Context: an optimization exercise on an open-source flow, tuned for small area, a short achievable clock period and few clock cycles per item. The choices shown serve that exercise and are no tape-out recipe.
Function was checked by simulation only, so behaviour that the tests miss may differ from the original.

== green ==
==> module sprite_quad_batcher, before the edit <==
module sprite_quad_batcher
(
  input  logic                clk,
  input  logic                rst,
  input  logic                in_valid,
  output logic                in_stall,
  input  logic                mode,
  input  logic signed [31:0]  pos_x,
  input  logic signed [31:0]  pos_y,
  input  logic signed [31:0]  pos_z,
  input  logic signed [31:0]  quad_width,
  input  logic signed [31:0]  quad_height,
  input  logic [31:0]         rgba_color,
  input  logic [31:0]         uv_corner0,
  input  logic [31:0]         uv_corner1,
  input  logic [31:0]         uv_corner2,
  input  logic [31:0]         uv_corner3,
  input  logic [31:0]         texture_name,
  output logic                out_valid,
  input  logic                out_stall,
  output logic signed [31:0]  vert_x,
  output logic signed [31:0]  vert_y,
  output logic signed [31:0]  vert_z,
  output logic [31:0]         vert_color,
  output logic [15:0]         vert_u,
  output logic [15:0]         vert_v,
  output logic [sqb_pkg::SLOT_W-1:0]   tex_slot,
  output logic                batch_cut,
  output logic [sqb_pkg::ICOUNT_W-1:0] batch_index_count,
  output logic                end_marker,
  output logic                last_of_item
);
  logic [ICOUNT_W-1:0] index_count;
  logic                r_valid;
  logic [1:0]          vtx;
  logic signed [31:0]  o_x;             
  logic signed [31:0]  o_y;             
  logic signed [31:0]  o_z;
  logic [31:0]         o_color;
  logic [31:0]         o_uv;
  logic [SLOT_W-1:0]   o_slot;
  logic                o_cut;
  logic [ICOUNT_W-1:0] o_count;
  logic                o_end;
  logic                o_last;
  logic signed [31:0]  x_w;             
  logic signed [31:0]  y_alt;           
  logic                x_c;             
  logic                y_c;
  logic [1:0]          x_gp;            
  logic [1:0]          y_gp;
  logic                x_same;          
  logic                y_same;
  logic                fresh;           
  logic [31:0]         uv1;
  logic [31:0]         uv2;
  logic [31:0]         uv3;
  logic                is_end;
  logic                cap_cut;
  logic                lk_done;
  logic                lk_done_nx;
  logic                ok_free;         
  logic                ok_last;         
  logic                r_valid_nx;
  logic                o_last_nx;
  logic [SLOT_W-1:0]   tab_slot;
  logic                tab_cut;
  logic                cut_now;
  logic                accept;
  logic                out_take;
  function automatic logic [16:0] add_lo(input logic [15:0] a,
                                         input logic [15:0] b);
    add_lo = {1'b0, a} + {1'b0, b};
  endfunction
  function automatic logic [31:0] add_hi_sat(input logic        a_sign,
                                             input logic [15:0] s_hi0,
                                             input logic        c,
                                             input logic [15:0] s_lo,
                                             input logic        g,
                                             input logic        p,
                                             input logic        same);
    logic [15:0] s_hi;
    logic        c31;
    s_hi = s_hi0 + {15'd0, c};
    c31  = g || (p && c);
    if (same && (c31 != a_sign)) begin
      add_hi_sat = a_sign ? 32'h8000_0000 : 32'h7FFF_FFFF;
    end else begin
      add_hi_sat = {s_hi, s_lo};
    end
  endfunction
  function automatic logic [1:0] gp_hi(input logic [31:0] a,
                                       input logic [31:0] b);
    logic [15:0] s;
    s = {1'b0, a[30:16]} + {1'b0, b[30:16]};
    gp_hi = {s[15], &(a[30:16] ^ b[30:16])};
  endfunction
  logic [16:0]         x_lo;
  logic [15:0]         x_hi0;           
  logic [15:0]         y_hi0;
  logic [16:0]         y_lo;
  logic [31:0]         x1c;
  logic [31:0]         y1c;
  assign x_lo = add_lo(pos_x[15:0], quad_width[15:0]);
  assign x_hi0 = pos_x[31:16] + quad_width[31:16];
  assign y_hi0 = pos_y[31:16] + quad_height[31:16];
  assign y_lo = add_lo(pos_y[15:0], quad_height[15:0]);
  assign x1c  = add_hi_sat(o_x[31], x_w[31:16], x_c, x_w[15:0], x_gp[1], x_gp[0], x_same);
  assign y1c  = add_hi_sat(o_y[31], y_alt[31:16], y_c, y_alt[15:0], y_gp[1], y_gp[0], y_same);
  assign is_end    = (mode == MODE_END);
  assign cap_cut   = !is_end && index_count[18] && index_count[17];    
  assign cut_now   = cap_cut || tab_cut;
  assign in_stall  = !(ok_free || (ok_last && !out_stall));
  assign accept    = in_valid && !in_stall && !rst;
  assign out_valid = r_valid;
  assign out_take  = r_valid && !out_stall;
  sqb_tex_table u_table (
    .clk      (clk),
    .rst      (rst),
    .tex      (texture_name),
    .in_valid (in_valid),
    .accept   (accept),
    .is_end   (is_end),
    .cap      (cap_cut),
    .done     (lk_done),
    .done_next(lk_done_nx),
    .slot     (tab_slot),
    .full_cut (tab_cut)
  );
  always_comb begin
    r_valid_nx = r_valid;
    o_last_nx  = o_last;
    if (accept) begin
      r_valid_nx = 1'b1;
      o_last_nx  = is_end;
    end else if (out_take) begin
      r_valid_nx = !o_last;
      o_last_nx  = (vtx == 2'd2);
    end
  end
  always_ff @(posedge clk) begin
    if (rst) begin
      r_valid     <= 1'b0;
      ok_free     <= 1'b1;
      ok_last     <= 1'b0;
      fresh       <= 1'b0;
      index_count <= '0;
      vtx         <= '0;
    end else begin
      r_valid <= r_valid_nx;
      ok_free <= lk_done_nx && !r_valid_nx;
      ok_last <= lk_done_nx && r_valid_nx && o_last_nx;
      fresh   <= accept && !is_end;
      if (accept) begin
        vtx     <= '0;
        if (is_end) begin
          index_count <= '0;
        end else begin
          index_count <= cut_now ? ICOUNT_W'(INDICES_PER_QUAD) : index_count + ICOUNT_W'(INDICES_PER_QUAD);
        end
      end else if (out_take) begin
        vtx <= vtx + 2'd1;
      end
    end
  end
  always_ff @(posedge clk) begin
    o_last <= o_last_nx;
    if (accept) begin
      o_x     <= is_end ? '0 : pos_x;
      o_y     <= is_end ? '0 : pos_y;
      o_z     <= is_end ? '0 : pos_z;
      o_color <= is_end ? '0 : rgba_color;
      o_uv    <= is_end ? '0 : uv_corner0;
      o_slot  <= is_end ? '0 : tab_slot;
      o_cut   <= !is_end && cut_now;
      o_count <= (is_end || cut_now) ? index_count : '0;
      o_end   <= is_end;
      x_w     <= {x_hi0, x_lo[15:0]};
      x_same  <= (pos_x[31] == quad_width[31]);
      x_c     <= x_lo[16];
      x_gp    <= gp_hi(pos_x, quad_width);
      y_alt   <= {y_hi0, y_lo[15:0]};
      y_same  <= (pos_y[31] == quad_height[31]);
      y_c     <= y_lo[16];
      y_gp    <= gp_hi(pos_y, quad_height);
      uv1     <= uv_corner1;
      uv2     <= uv_corner2;
      uv3     <= uv_corner3;
    end else begin
      if (fresh) begin
        x_w <= x1c;
      end
      if (out_take) begin
        o_uv    <= uv1;
        uv1     <= uv2;
        uv2     <= uv3;
        o_cut   <= 1'b0;
        o_count <= '0;
        if (vtx == 2'd1) begin
          o_x <= x_w;
        end
      end
      if (fresh) begin
        if (out_take) begin
          o_y   <= y1c;
          y_alt <= o_y;
        end else begin
          y_alt <= y1c;
        end
      end else if (out_take && !vtx[0]) begin
        o_y   <= y_alt;
        y_alt <= o_y;
      end
    end
  end
  assign vert_x            = o_x;
  assign vert_y            = o_y;
  assign vert_z            = o_z;
  assign vert_color        = o_color;
  assign vert_u            = o_uv[31:16];
  assign vert_v            = o_uv[15:0];
  assign tex_slot          = o_slot;
  assign batch_cut         = o_cut;
  assign batch_index_count = o_count;
  assign end_marker        = o_end;
  assign last_of_item      = o_last;
endmodule
export LEC_CHECK = 0
export CAP_MARGIN = 20
export CORE_MARGIN = 2
export CORE_UTILIZATION = 60
export CTS_BUF_LIST = sky130_fd_sc_hd__clkbuf_8
export SETUP_SLACK_MARGIN = 3.3
export SLEW_MARGIN = 20
create_clock -name core_clock -period 6.0 [get_ports {clk}]
standard.sh (not shown) runs the stock make flow with config.mk's settings and CLKGATE_MAP_FILE= SYNTH_SCRIPT=/design/flow/synth_recipe.tcl, a recipe that flattens the netlist after the stock synthesis.
==> flow/flow/run.sh <==
#!/bin/bash
# The standard layout (the standard.sh: ORFS synthesis through finish),
# with changes to how the resizer and the clock tree work:
#  - port buffers are sky130_fd_sc_hd__buf_1 instead of the cell buffer_ports
#    picks by default (a delay cell); the resizer sizes them afterwards;
#  - gate sizing may swap cells of other footprints (MATCH_CELL_FOOTPRINT=0);
#  - clock tree synthesis inserts no dummy loads and clusters up to 14
#    registers within 60 um per leaf buffer.
# Every port still gets its buffer. The make output goes to flow_make.log.
set -euo pipefail
bash standard.sh \
  "BUFFER_PORTS_ARGS=-buffer_cell sky130_fd_sc_hd__buf_1" \
  MATCH_CELL_FOOTPRINT=0 \
  "CTS_ARGS=-sink_clustering_enable -repair_clock_nets -dont_use_dummy_load -buf_list sky130_fd_sc_hd__clkbuf_8 -sink_clustering_size 14 -sink_clustering_max_diameter 60" \
  finish > flow_make.log 2>&1
Testbench counts of green, summed over its fixed seeds: cycles 47,560, items 12,000.
The following lists how red was set up differently from green:
--- a/flow/design.v
+++ b/flow/design.v
@@ -270,14 +270,12 @@
   logic signed [31:0]  x_w;             
   logic signed [31:0]  y_alt;           
   logic                x_c;             
   logic                y_c;
   logic [1:0]          x_gp;            
   logic [1:0]          y_gp;
-  logic                x_same;          
-  logic                y_same;
   logic                fresh;           
   logic [31:0]         uv1;
   logic [31:0]         uv2;
   logic [31:0]         uv3;
   logic                is_end;
   logic                cap_cut;
@@ -293,47 +291,42 @@
   logic                accept;
   logic                out_take;
   function automatic logic [16:0] add_lo(input logic [15:0] a,
                                          input logic [15:0] b);
     add_lo = {1'b0, a} + {1'b0, b};
   endfunction
-  function automatic logic [31:0] add_hi_sat(input logic        a_sign,
-                                             input logic [15:0] s_hi0,
+  function automatic logic [31:0] add_hi_sat(input logic [15:0] a_hi,
+                                             input logic [15:0] b_hi,
                                              input logic        c,
                                              input logic [15:0] s_lo,
                                              input logic        g,
-                                             input logic        p,
-                                             input logic        same);
+                                             input logic        p);
     logic [15:0] s_hi;
     logic        c31;
-    s_hi = s_hi0 + {15'd0, c};
+    s_hi = a_hi + b_hi + {15'd0, c};
     c31  = g || (p && c);
-    if (same && (c31 != a_sign)) begin
-      add_hi_sat = a_sign ? 32'h8000_0000 : 32'h7FFF_FFFF;
+    if ((a_hi[15] == b_hi[15]) && (c31 != a_hi[15])) begin
+      add_hi_sat = a_hi[15] ? 32'h8000_0000 : 32'h7FFF_FFFF;
     end else begin
       add_hi_sat = {s_hi, s_lo};
     end
   endfunction
   function automatic logic [1:0] gp_hi(input logic [31:0] a,
                                        input logic [31:0] b);
     logic [15:0] s;
     s = {1'b0, a[30:16]} + {1'b0, b[30:16]};
     gp_hi = {s[15], &(a[30:16] ^ b[30:16])};
   endfunction
   logic [16:0]         x_lo;
-  logic [15:0]         x_hi0;           
-  logic [15:0]         y_hi0;
   logic [16:0]         y_lo;
   logic [31:0]         x1c;
   logic [31:0]         y1c;
   assign x_lo = add_lo(pos_x[15:0], quad_width[15:0]);
-  assign x_hi0 = pos_x[31:16] + quad_width[31:16];
-  assign y_hi0 = pos_y[31:16] + quad_height[31:16];
   assign y_lo = add_lo(pos_y[15:0], quad_height[15:0]);
-  assign x1c  = add_hi_sat(o_x[31], x_w[31:16], x_c, x_w[15:0], x_gp[1], x_gp[0], x_same);
-  assign y1c  = add_hi_sat(o_y[31], y_alt[31:16], y_c, y_alt[15:0], y_gp[1], y_gp[0], y_same);
+  assign x1c  = add_hi_sat(o_x[31:16], x_w[31:16], x_c, x_w[15:0], x_gp[1], x_gp[0]);
+  assign y1c  = add_hi_sat(o_y[31:16], y_alt[31:16], y_c, y_alt[15:0], y_gp[1], y_gp[0]);
   assign is_end    = (mode == MODE_END);
   assign cap_cut   = !is_end && index_count[18] && index_count[17];    
   assign cut_now   = cap_cut || tab_cut;
   assign in_stall  = !(ok_free || (ok_last && !out_stall));
   assign accept    = in_valid && !in_stall && !rst;
   assign out_valid = r_valid;
@@ -396,18 +389,16 @@
       o_color <= is_end ? '0 : rgba_color;
       o_uv    <= is_end ? '0 : uv_corner0;
       o_slot  <= is_end ? '0 : tab_slot;
       o_cut   <= !is_end && cut_now;
       o_count <= (is_end || cut_now) ? index_count : '0;
       o_end   <= is_end;
-      x_w     <= {x_hi0, x_lo[15:0]};
-      x_same  <= (pos_x[31] == quad_width[31]);
+      x_w     <= {quad_width[31:16], x_lo[15:0]};
       x_c     <= x_lo[16];
       x_gp    <= gp_hi(pos_x, quad_width);
-      y_alt   <= {y_hi0, y_lo[15:0]};
-      y_same  <= (pos_y[31] == quad_height[31]);
+      y_alt   <= {quad_height[31:16], y_lo[15:0]};
       y_c     <= y_lo[16];
       y_gp    <= gp_hi(pos_y, quad_height);
       uv1     <= uv_corner1;
       uv2     <= uv_corner2;
       uv3     <= uv_corner3;
     end else begin
### Flow results
Having completed the whole flow, red delivered a layout that passed the timing, design-rule and antenna checks. Compared with green, red shows met1 track utilization from global routing higher by 1.4 points. red ends up with a number of enable flip-flop cells after synthesis that is 2 lower than in green. Looking at worst hold slack across both flows, red is the stronger of the two, with green trailing. Wire: red routes less than green. Basic-gate share of the synthesized area counting and, or, nand and nor cells, red and green: smaller value in red. green and red ended up with roughly the same combinational power. On worst setup slack before clock tree synthesis, the higher figure sits with red, not green. red drops fewer vias than green. Min global-route track usage on met3 across red and green: red. red reports its worst setup path endpoint as o_y[30] while green reports in_stall. For the adder and majority cell fraction of the synthesized area, red came in 0.67 points higher than green did. Compared with green, red shows achievable frequency that has gone down slightly. When the final numbers for red and green were put side by side, the growth of design area from synthesis to finish turned out to be smaller in green.
Testbench counts of red, summed over its fixed seeds: cycles 47,560, items 12,000.

==> port drivers added, routing unchanged <==
In the flow no input, the clock included, has a driving cell. The finished layouts below were timed again as built, in two steps. Step 1 sets driving cells, clkbuf_16 on the clock port and buf_2 on the other inputs (assumed; they add their load-dependent delay and slew). Step 2 times the ports against the registers' clock, not the clock port: input delays grow and output delays shrink by t, the midpoint of the rising clock arrivals with the driver on. Three values: ideal, step 1, step 2; two values: the first two.
run	t (ns)	setup WS [ns]	worst setup path at the end	cell pins on the clock port's net
green	0.838	3.178 / 3.094 / 2.446	input to register	1
red	0.848	3.145 / 3.073 / 2.394	input to register	1
After both steps setup and hold are still met in every run listed. For red, which loses most, drivers alone change the setup slack by -0.072 ns; drivers and shift together by -0.751 ns.
